From an optimization exercise on the open Yosys and OpenROAD flow, aimed at small area and a short achievable clock period; shortcuts taken in it are not production practice. Only simulation tests tie the RTL to the original design; equivalence was not proved.

== rev 12 ==
==> flow/design.v <==
`timescale 1ns/1ps
package cpuPkg;
	typedef struct packed {
		logic add;  
		logic sub;
		logic slt;
		logic andOp;
		logic orOp;
		logic xorOp;
		logic passB;  
		logic sll;
		logic srl;
	} aluSelT;
	typedef struct packed {
		aluSelT sel;
		logic [32-1:0] opA;  
		logic [32-1:0] opB;  
		logic [4:0] shamt;
		logic [5-1:0] dest;
		logic regWrite;
		logic illegal;
	} decodedT;
	typedef struct packed {
		logic [5-1:0] dest;
		logic [32-1:0] data;
		logic regWrite;
		logic illegal;
	} wbT;
endpackage
`timescale 1ns/1ps
module registerFile (
	input logic clock,
	input logic rst,
	input logic [5-1:0] readSelA,
	input logic [5-1:0] readSelB,
	input logic [5-1:0] writeSel,
	input logic [32-1:0] writeData,
	input logic we,
	input logic bypass,  
	output logic [32-1:0] readOutA,
	output logic [32-1:0] readOutB
);
	logic [32-1:0] mem [1:32-1];  
	logic [32-1:1] written;  
	logic [32-1:1] load;
	logic [32-1:1] readable;
	for (genvar i = 1; i < 32; i++)
	begin : g_reg
		assign load[i] = we && (writeSel == i);
		assign readable[i] = written[i] && !load[i];
		always_ff @(posedge clock)
		begin
			if (load[i])
				mem[i] <= writeData;
		end
		always_ff @(posedge clock)
		begin
			if (rst)
				written[i] <= 1'b0;
			else if (load[i])
				written[i] <= 1'b1;
		end
	end
	logic [32-1:1] hotA;
	logic [32-1:1] hotB;
	logic bypassA;
	logic bypassB;
	assign bypassA = bypass && (readSelA == writeSel);
	assign bypassB = bypass && (readSelB == writeSel);
	always_comb
	begin
		readOutA = {32{bypassA}} & writeData;
		readOutB = {32{bypassB}} & writeData;
		for (int i = 1; i < 32; i++)
		begin
			hotA[i] = (readSelA == i) && readable[i];
			hotB[i] = (readSelB == i) && readable[i];
			readOutA = readOutA | ({32{hotA[i]}} & mem[i]);
			readOutB = readOutB | ({32{hotB[i]}} & mem[i]);
		end
	end
endmodule
`timescale 1ns/1ps
module pipeStage #(
	parameter int WIDTH = 1
) (
	input logic clock,
	input logic rst,
	input logic inValid,
	input logic [WIDTH-1:0] inData,
	output logic outValid,
	output logic [WIDTH-1:0] outData
);
	always_ff @(posedge clock)
	begin
		if (rst)
			outValid <= 1'b0;
		else
			outValid <= inValid;
	end
	always_ff @(posedge clock)
	begin
		outData <= inData;
	end
endmodule
`timescale 1ns/1ps
module instrDecoder (
	input logic clock,
	input logic rst,
	input logic [32-1:0] instr,
	input logic instrValid,
	input logic [32-1:0] readOutA,
	input logic [32-1:0] readOutB,
	input logic [5-1:0] execDest,
	input logic execWrite,
	input logic [32-1:0] execData,
	output logic [5-1:0] readSelA,
	output logic [5-1:0] readSelB,
	output cpuPkg::decodedT decoded,
	output logic decodedValid
);
	logic [5:0] opcode;
	logic [5:0] funct;
	logic [5-1:0] rs;
	logic [5-1:0] rt;
	logic [5-1:0] rd;
	logic [15:0] imm16;
	logic rType;
	logic immSext;
	logic immLui;
	logic fwdA;
	logic fwdB;
	cpuPkg::decodedT decodeNext;
	assign opcode = instr[31:26];
	assign rs = instr[25:21];
	assign rt = instr[20:16];
	assign rd = instr[15:11];
	assign imm16 = instr[15:0];
	assign funct = instr[5:0];
	assign readSelA = rs;
	assign readSelB = rt;
	assign rType = (opcode == 6'd0);
	assign immSext = (opcode == 6'd8);
	assign immLui = (opcode == 6'd15);
	always_comb
	begin
		decodeNext = '0;
		if (fwdA)
			decodeNext.opA = execData;
		else
			decodeNext.opA = readOutA;
		if (fwdB)
			decodeNext.opB = execData;
		else if (rType)
			decodeNext.opB = readOutB;
		else if (immLui)
			decodeNext.opB = {imm16, 16'b0};
		else
			decodeNext.opB = {{16{immSext && imm16[15]}}, imm16};
		decodeNext.shamt = instr[10:6];
		decodeNext.dest = rType ? rd : rt;
		case (opcode)
			6'd0:
			begin
				case (funct)
					6'd32: decodeNext.sel.add = 1'b1;
					6'd34:
					begin
						decodeNext.sel.add = 1'b1;
						decodeNext.sel.sub = 1'b1;
					end
					6'd36: decodeNext.sel.andOp = 1'b1;
					6'd37: decodeNext.sel.orOp = 1'b1;
					6'd38: decodeNext.sel.xorOp = 1'b1;
					6'd42:
					begin
						decodeNext.sel.slt = 1'b1;
						decodeNext.sel.sub = 1'b1;
					end
					6'd0: decodeNext.sel.sll = 1'b1;
					6'd2: decodeNext.sel.srl = 1'b1;
					default: decodeNext.illegal = 1'b1;
				endcase
			end
			6'd8: decodeNext.sel.add = 1'b1;
			6'd12: decodeNext.sel.andOp = 1'b1;
			6'd13: decodeNext.sel.orOp = 1'b1;
			6'd15: decodeNext.sel.passB = 1'b1;
			default: decodeNext.illegal = 1'b1;
		endcase
		decodeNext.regWrite = !decodeNext.illegal && (decodeNext.dest != '0);  
	end
	assign fwdA = execWrite && (execDest == rs);
	assign fwdB = execWrite && (execDest == rt) && rType;
	pipeStage #(
		.WIDTH(85)  
	) decodeReg_i (
		.clock(clock),
		.rst(rst),
		.inValid(instrValid),
		.inData(decodeNext),
		.outValid(decodedValid),
		.outData(decoded)
	);
endmodule
`timescale 1ns/1ps
module aluExecute (
	input cpuPkg::decodedT decoded,
	input logic decodedValid,
	output cpuPkg::wbT exec,
	output logic execValid
);
	logic [32-1:0] opA;
	logic [32-1:0] opB;
	logic [32-1:0] sum;
	logic lt;
	cpuPkg::aluSelT sel;
	assign opA = decoded.opA;
	assign opB = decoded.opB;
	localparam int W = 32 + 1;
	localparam int LEVELS = 6;  
	logic [32-1:0] bx;
	logic [W-1:0] gen [0:LEVELS];
	logic [W-1:0] prop [0:LEVELS];
	assign bx = opB ^ {32{decoded.sel.sub}};
	assign gen[0] = {opA & bx, decoded.sel.sub};
	assign prop[0] = {opA ^ bx, 1'b0};
	for (genvar l = 0; l < LEVELS; l++)
	begin : g_level
		for (genvar i = 0; i < W; i++)
		begin : g_bit
			if (i >= (1 << l))
			begin : g_merge
				assign gen[l + 1][i] = gen[l][i] | (prop[l][i] & gen[l][i - (1 << l)]);
				assign prop[l + 1][i] = prop[l][i] & prop[l][i - (1 << l)];
			end
			else
			begin : g_pass
				assign gen[l + 1][i] = gen[l][i];
				assign prop[l + 1][i] = prop[l][i];
			end
		end
	end
	assign sum = prop[0][W-1:1] ^ gen[LEVELS][W-2:0];
	assign lt = (opA[32-1] ^ opB[32-1]) ? opA[32-1] : sum[32-1];
	assign sel = decoded.sel;
	always_comb
	begin
		exec.data = ({32{sel.add}} & sum)
			| ({32{sel.andOp}} & (opA & opB))
			| ({32{sel.orOp}} & (opA | opB))
			| ({32{sel.xorOp}} & (opA ^ opB))
			| ({32{sel.passB}} & opB)
			| ({32{sel.sll}} & (opB << decoded.shamt))
			| ({32{sel.srl}} & (opB >> decoded.shamt))
			| {{(32-1){1'b0}}, sel.slt & lt};
		exec.dest = decoded.dest;
		exec.regWrite = decoded.regWrite;
		exec.illegal = decoded.illegal;
	end
	assign execValid = decodedValid;
endmodule
`timescale 1ns/1ps
module resultStage (
	input logic clock,
	input logic rst,
	input cpuPkg::wbT exec,
	input logic execValid,
	output cpuPkg::wbT wb,
	output logic wbValid,
	output logic [31:0] retiredCount,
	output logic [31:0] illegalCount
);
	pipeStage #(
		.WIDTH(39)  
	) resultReg_i (
		.clock(clock),
		.rst(rst),
		.inValid(execValid),
		.inData(exec),
		.outValid(wbValid),
		.outData(wb)
	);
	always_ff @(posedge clock)
	begin
		if (rst)
		begin
			retiredCount <= '0;
			illegalCount <= '0;
		end
		else
		begin
			retiredCount <= retiredCount + {31'd0, execValid};
			illegalCount <= illegalCount + {31'd0, execValid && exec.illegal};
		end
	end
endmodule
`timescale 1ns/1ps
module datapathCore (
	input logic clock,
	input logic rst,
	input logic [32-1:0] instr,
	input logic instrValid,
	output cpuPkg::wbT result,
	output logic resultValid,
	output logic [31:0] retiredCount,
	output logic [31:0] illegalCount
);
	logic [5-1:0] readSelA;
	logic [5-1:0] readSelB;
	logic [32-1:0] readOutA;
	logic [32-1:0] readOutB;
	cpuPkg::decodedT decoded;
	logic decodedValid;
	cpuPkg::wbT exec;
	logic execValid;
	instrDecoder decoder_i (
		.clock(clock),
		.rst(rst),
		.instr(instr),
		.instrValid(instrValid),
		.readOutA(readOutA),
		.readOutB(readOutB),
		.execDest(decoded.dest),
		.execWrite(decodedValid && decoded.regWrite),
		.execData(exec.data),
		.readSelA(readSelA),
		.readSelB(readSelB),
		.decoded(decoded),
		.decodedValid(decodedValid)
	);
	aluExecute execute_i (
		.decoded(decoded),
		.decodedValid(decodedValid),
		.exec(exec),
		.execValid(execValid)
	);
	resultStage result_i (
		.clock(clock),
		.rst(rst),
		.exec(exec),
		.execValid(execValid),
		.wb(result),
		.wbValid(resultValid),
		.retiredCount(retiredCount),
		.illegalCount(illegalCount)
	);
	registerFile regFile_i (
		.clock(clock),
		.rst(rst),
		.readSelA(readSelA),
		.readSelB(readSelB),
		.writeSel(result.dest),
		.writeData(result.data),
		.we(resultValid && result.regWrite),
		.bypass(resultValid && result.regWrite),
		.readOutA(readOutA),
		.readOutB(readOutB)
	);
endmodule
export LEC_CHECK = 0
export CAP_MARGIN = 20
export CORE_MARGIN = 2
export CORE_UTILIZATION = 40
export CTS_CLUSTER_DIAMETER = 120
export CTS_CLUSTER_SIZE = 25
export SETUP_SLACK_MARGIN = 4.15
export SLEW_MARGIN = 20
create_clock -name core_clock -period 7.0 [get_ports {clock}]
standard.sh (not shown) runs the stock make flow with config.mk's settings and CLKGATE_MAP_FILE= SYNTH_SCRIPT=/design/flow/synth_recipe.tcl, a recipe that flattens the netlist after the stock synthesis.
==> flow/flow/run.sh <==
#!/bin/bash
# The standard layout (the standard flow's own synthesis and ORFS steps), with two resizer settings
# changed: ports get plain buffers instead of delay cells, and repair may swap a cell for
# one of another footprint. Each tool's output is in orfs/logs/; make's own in standard.log.
set -euo pipefail
bash standard.sh MATCH_CELL_FOOTPRINT=0 "BUFFER_PORTS_ARGS=-buffer_cell sky130_fd_sc_hd__buf_4" finish > standard.log 2>&1
Every stage of the flow completed for rev 12, and the final layout passed the timing, design-rule and antenna checks.
For rev 13, these inputs were changed with respect to rev 12:
- swapping 4.15 for 3.8 in SETUP_SLACK_MARGIN
When rev 13 is set beside rev 12, its required time reported for the critical path endpoint turns out to be 110 ps smaller.
Rev 13 vs rev 12 — routed wire length dropped by a little under 10%
Via count down 3,672 in rev 13 wrt rev 12
Delay of the slowest cell on the worst path, rev 13 and rev 12: lower on rev 12
Comparing final worst slack for rev 13 and rev 12, the bigger number came from rev 12.
Between rev 12 and rev 13, average wire length per cell after detail routing decreased.
Timing startpoint of the critical path: result_i.resultReg_i.outData[38]$_DFF_P_ -> rev 13, decoder_i.decodeReg_i.outData[83]$_SDFF_PN0_ -> rev 12
In the metrics for rev 13 and rev 12, the one carrying the lower sum of buffers and inverters on the critical path is rev 13.
Final instance area ends up lower on rev 13.
Diff rev 12 -> rev 13: share of the clock period used by the worst path went up 3.1 points; utilization went down 4.9 points; share of the final layout cell area in multi-input gates went up 0.87 points.

==> afterwards: timing with drivers on the ports <==
In the flow no input, the clock included, has a driving cell. The finished layouts below were timed again as built, in two steps. Step 1 (the two cells are an assumption about what drives the block):
set clk [get_ports {clock}]
set_driving_cell -lib_cell sky130_fd_sc_hd__clkbuf_16 $clk
set_driving_cell -lib_cell sky130_fd_sc_hd__buf_2 [delete_from_list [all_inputs] $clk]
Step 2 also shifts input and output timing later by t, the mid clock arrival at the registers, as if the neighbouring blocks saw the same clock. Slacks: ideal ports / drivers / drivers and shift; pairs: ideal ports / drivers.
run | t, ns | setup WS [ns] | clock arrival spread, ns | worst slew at a driven data input, ns | cell pins on the clock port's net
rev 12 | 0.826 | 3.651 / 3.651 / 2.999 | 0.036 / 0.035 | 0.08 | 1
rev 13 | 0.821 | 3.432 / 3.432 / 2.806 | 0.052 / 0.051 | 0.06 | 1
After both steps every run listed still meets setup and hold. For rev 12, which loses most, drivers alone change the setup slack by 0.000 ns; drivers and shift together by -0.652 ns.
